From an optimization exercise on the open Yosys and OpenROAD flow, aimed at small area; shortcuts taken in it are not production practice.
Function was checked by simulation only, so behaviour that the tests miss may differ from the original.
Power and IR drop assume default switching activity.

$ cat design/flow/run.sh
#!/bin/bash
# synth_recipe.tcl (not shown) runs the flow's synth.tcl, then flattens the netlist and writes it again
# the make line also repeats each setting of config.mk as NAME=value (left out here)
make -C /OpenROAD-flow-scripts/flow DESIGN_CONFIG=/design/flow/config.mk WORK_HOME=/design/flow/orfs CLKGATE_MAP_FILE= SYNTH_SCRIPT=/design/flow/synth_recipe.tcl finish
$ cat design/flow/config.mk
export PLATFORM = sky130hd
export DESIGN_NAME = operand_fetch
export DESIGN_NICKNAME = operand_fetch
export VERILOG_FILES = /design/flow/design.v
export SDC_FILE = /design/flow/constraint.sdc
export NUM_CORES = 4
export LEC_CHECK = 0
export CAP_MARGIN = 20
export CORE_MARGIN = 2
export CORE_UTILIZATION = 40
export SLEW_MARGIN = 20
$ cat design/flow/constraint.sdc
create_clock -name core_clock -period 5.0 [get_ports {clk}]
set_input_delay 1.0000 -clock core_clock [delete_from_list [all_inputs] [get_ports {clk}]]
set_output_delay 1.0000 -clock core_clock [all_outputs]
set_load 0.01 [all_outputs]
$ cat design/flow/design.v
module operand_fetch (
    input  logic        clk,
    input  logic        rst,
    input  logic        in_valid_i,
    output logic        in_ready_o,
    input  logic [3:0]  in_op_i,
    input  logic [4:0]  in_rs1_addr_i,
    input  logic [4:0]  in_rs2_addr_i,
    input  logic [4:0]  in_rd_addr_i,
    input  logic [31:0] in_imm_i,
    input  logic        in_use_imm_i,
    input  logic        ex_fwd_en_i,
    input  logic [4:0]  ex_fwd_addr_i,
    input  logic [31:0] ex_fwd_data_i,
    input  logic        wb_en_i,
    input  logic [4:0]  wb_addr_i,
    input  logic [31:0] wb_data_i,
    output logic        out_valid_o,
    input  logic        out_ready_i,
    output logic [3:0]  ALU_OP_o,
    output logic [31:0] ALU_RS1_o,
    output logic [31:0] ALU_RS2_o,
    output logic [4:0]  out_rd_addr_o
);
    typedef enum logic {EMPTY = 1'b0, FULL = 1'b1} state_t;
    state_t      state;
    logic [31:0] regs [32];
    logic [31:0] rs1_val;
    logic [31:0] rs2_val;
    logic [31:0] op2_val;
    logic        accept;
    function automatic logic [31:0] resolve(input logic [4:0] addr, input logic [31:0] rf_data);
        logic [31:0] val;
        if (addr == 5'd0)
            val = 32'd0;
        else if (ex_fwd_en_i && (ex_fwd_addr_i == addr))
            val = ex_fwd_data_i;
        else if (wb_en_i && (wb_addr_i == addr))
            val = wb_data_i;
        else
            val = rf_data;
        resolve = val;
    endfunction
    always_comb begin
        rs1_val = resolve(in_rs1_addr_i, regs[in_rs1_addr_i]);
        rs2_val = resolve(in_rs2_addr_i, regs[in_rs2_addr_i]);
        op2_val = in_use_imm_i ? in_imm_i : rs2_val;
    end
    assign out_valid_o = (state == FULL);
    assign in_ready_o  = !rst && (!out_valid_o || out_ready_i);
    assign accept      = in_valid_i && in_ready_o;
    always_ff @(posedge clk) begin
        if (rst) begin
            for (int i = 0; i < 32; i++)
                regs[i] <= 32'd0;
        end else if (wb_en_i && (wb_addr_i != 5'd0)) begin
            regs[wb_addr_i] <= wb_data_i;
        end
    end
    always_ff @(posedge clk) begin
        if (rst) begin
            state         <= EMPTY;
            ALU_OP_o      <= 4'd0;
            ALU_RS1_o     <= 32'd0;
            ALU_RS2_o     <= 32'd0;
            out_rd_addr_o <= 5'd0;
        end else begin
            case (state)
                EMPTY: begin
                    if (accept)
                        state <= FULL;
                end
                FULL: begin
                    if (!accept && out_ready_i)
                        state <= EMPTY;
                end
                default: state <= EMPTY;
            endcase
            if (accept) begin
                ALU_OP_o      <= in_op_i;
                ALU_RS1_o     <= rs1_val;
                ALU_RS2_o     <= op2_val;
                out_rd_addr_o <= in_rd_addr_i;
            end
        end
    end
endmodule
==> run summary <==
==> report_power, final <==
part | switching (uW) | internal (uW)
sequential | 338 | 10600
clock | 3890 | 5230
combinational | 1720 | 1170
==> placed cells by master, fill, tap and decap left out, types with 16 or more instances in the layout <==
master | netlist | routed
nand3_1 | 29 | 28
a22oi_1 | 141 | 141
mux4_2 | 321 | 321
buf_12 | 0 | 39
conb_1 | 1 | 32
clkinv_2 | 0 | 35
buf_2 | 93 | 17
a21oi_1 | 32 | 31
dfxtp_1 | 74 | 74
o22ai_1 | 127 | 127
o21ai_1 | 36 | 36
o21ai_0 | 78 | 78
o221ai_1 | 63 | 63
clkbuf_16 | 0 | 120
xor2_1 | 16 | 16
mux2i_1 | 384 | 384
nor3_1 | 35 | 35
and2_1 | 994 | 993
nand2_1 | 186 | 184
nor2_1 | 101 | 68
edfxtp_1 | 1024 | 1024
nor4_1 | 34 | 34
or2_2 | 33 | 34
nor2_4 | 0 | 34
a221oi_1 | 33 | 33
o2111ai_1 | 24 | 24
clkinv_1 | 0 | 18
nor2b_1 | 36 | 34
clkbuf_1 | 308 | 21
a211oi_1 | 23 | 23
clkdlybuf4s50_1 | 0 | 182
buf_4 | 41 | 152
==> path summary, 6_finish.rpt <==
check	from	to	slack, ns	cells after the start
worst max-delay path	rst	in_ready_o	1.31	4
worst min-delay path	ALU_OP_o[0]	ALU_OP_o[0]	0.48	2
worst max register to register	state	ALU_RS1_o[11]	2.53	7
worst min register to register	ALU_OP_o[0]	ALU_OP_o[0]	0.48	2
==> area by class of cell <==
class	count	area share, %
antenna	7	0.0262
clock buffer	149	4.77
clock inverter	74	1.14
inverter	1	0.00561
multi-input combinational	2835	36.5
sequential	1098	48.2
tap	1903	3.56
timing repair buffer	394	5.81
==> per-stage QoR <==
step	cell area (um^2)	cells	worst slack (ns)	hold WS (ns)	total power, uW
floorplan	58300	4398	2.16	0.493	12600
global placement	63000	6231	0.942	0.459	13900
detailed placement	63000	6231	0.964	0.465	13900
CTS	66900	6454	1.31	0.478	22900
global route	66900	6454	1.26	0.501	23500
finish	66900	6461	1.31	0.479	22900
==> synth_stat cells (16+ instances only) <==
| cell type | number |
|---|---|
| o21ai_1 | 36 |
| dfxtp_1 | 74 |
| nand2_1 | 186 |
| a21oi_1 | 32 |
| a211oi_1 | 23 |
| buf_4 | 41 |
| nand3_1 | 29 |
| and2_1 | 994 |
| o21ai_0 | 78 |
| nor2b_1 | 36 |
| clkbuf_1 | 308 |
| o22ai_1 | 127 |
| nor4_1 | 34 |
| buf_2 | 93 |
| mux4_2 | 321 |
| o2111ai_1 | 24 |
| a22oi_1 | 141 |
| xor2_1 | 16 |
| buf_1 | 17 |
| edfxtp_1 | 1024 |
| a221oi_1 | 33 |
| o221ai_1 | 63 |
| nor2_1 | 101 |
| mux2i_1 | 384 |
| or2_2 | 33 |
| nor3_1 | 35 |
==> registers in the layout (all words and copies together) (netlist names) <==
signal         cells
state              1
ALU_RS1_o         32
ALU_OP_o           4
ALU_RS2_o         32
out_rd_addr_o      5
regs            1024
==> routing by layer <==
metal	vias to the layer above	track usage, %	part of all wire [%]
li1	16720	-	-
met1	21151	42.0	39
met3	502	7.35	12
met5	-	0	0.018
met4	6	13.2	4.8
met2	3064	45.5	44
==> tightest hold or removal path: cells and delay by family (launching register included) <==
family          cells  cell delay, ns
simple gates        1            0.06
flops               1            0.31
compound gates      1            0.06
==> kinds of logic after synthesis <==
family,Yosys count,share of synthesized area (%)
AND/OR/NAND/NOR,1486,14.7
flip-flops,1098,55.4
multiplexers,705,19.0
AO/OA/AOI/OAI,592,7.07
buffers and inverters,465,3.52
XOR/XNOR,20,0.301
other,1,0.00644
==> results.cfg <==
[place]
portBuffers = 206
dpl.hpwl_um = 138000
gp_congestion = 0.898

[clock_network]
cts_hold_buf = 0
cts_sinks = 1098
cts_inserted_buffers = 118
cts_root_buf = clkbuf_16
insertion_delay_ns = 0.78
cts_tree = built
cts-resized-gates = 0
htree_num_levels = 3
postCtsSetupRepairBufs = 0
clock_path_buffers = 3
clk_pin_slew_worst_paths_ns = 0.06

[setup_path]
slowest_stage = buf_4
cp-end-kind = primary output
critPathLaunchType = primary input
critical_path_peak_fanout = 41
critPathKind = in2out
cpPeakStageDelay_ns = 0.61
cp_num_buf_inv = 3
critical-path-top-delay-family = buffers and inverters
required_ns = 4.00
cp_data_arrival_time_ns = 2.69
crit_chain = buf_4 -> buf_4 -> nor2_1 -> clkdlybuf4s50_1
path_common_cell = buf_4

[synth]
yosysWarnings = 1
synth_cells = 4367
yosysSeqAreaShare_pct = 55.4
ys.flop_type = edfxtp_1
yosysUniqueCellTypes = 51
async_flop_share_pct = 0
ys_ff_latch = 1098
synth_edf_count = 1024
synth_area_um2 = 58200
yosysTopAreaCell = edfxtp_1
synth_area_leaders = edfxtp_1 (53%), mux4_2 (12%), and2_1 (11%)
synth_area_per_cell_um2 = 13.3
synth_top_area_share_pct = 52.8

[layout]
nNetsFinal = 4580
final_util_pct = 46.4
nFillCells = 12511
syn_to_final_growth_pct = 14.9
multiInputGateArea_um2 = 24400
regArea_um2 = 32200
final_layout_size_suffix_gt1_share_pct = 17.8

[global_routing]
gr-usage-all-layers_pct = 30.4
grt_overflow_total = 0
grt_max_degree = 115
grt_pass1_vias = 39692
antenna_found_initial = 24
grt_pass1_wl_um = 314000

[detailed_routing]
via_count = 41443
drtIter0Drc = 6608
vias_per_cell = 6.41
routed_wl_um = 228000
drc = 0
wl_per_cell_um = 35.3
drtAntennaViolNets = 0
dr.pass1.iters = 6

[sta]
max_clock_freq_mhz = 271
timing.final.crit_share_pct = 73.8
rsz0062_at_grt = false
final.setup_skew_ns = 0.0361
max_slew_margin_pct = 23.5
min_period_ns = 3.69
setup_viol = 0
tightest_slew_ns = 1.14
drv_slew = 0
final-hold-violation-count = 0
finalSetupTns_ns = 0

[status]
status = complete, no violations

[power_and_ir_drop]
leakage_uw = 0.0237
p_per_area_nw_per_um2 = 343
peakVddDrop_v = 0.000293

[die]
die_h_um = 386
die_w_um = 386
initial_core_util_pct = 40.4
coreArea_um2 = 144000
dieArea_um2 = 149000
rows = 139
boundaryPins = 207

[min_path]
hold_class = reg2reg

[flow_run]
maxCapViolations = 0

## afterwards: timing with drivers on the ports
The results above use ideal ports. As a check the final layout listed here was re-extracted and re-timed, cells and wires unchanged. Step 1 sets driving cells, clkbuf_16 on the clock port and buf_2 on the other inputs (assumed; they add their load-dependent delay and slew). Step 2 moves the port delays by t, midway between the first and last clock arrival at a register: inputs arrive t later, outputs are due t later. That takes back most of the time a late clock gives input paths. Slacks: ideal / step 1 / step 2; pairs: ideal / step 1.
t (ns): 0.835
setup slack, ns: 1.310 / 1.283 / 0.771
slew at the worst register clock pin (ns): 0.07 / 0.07
pins driven straight from the clock port: 1
After both steps this run still meets setup and hold. The setup slack of this run moves by -0.027 ns with the drivers and by -0.539 ns with both steps.
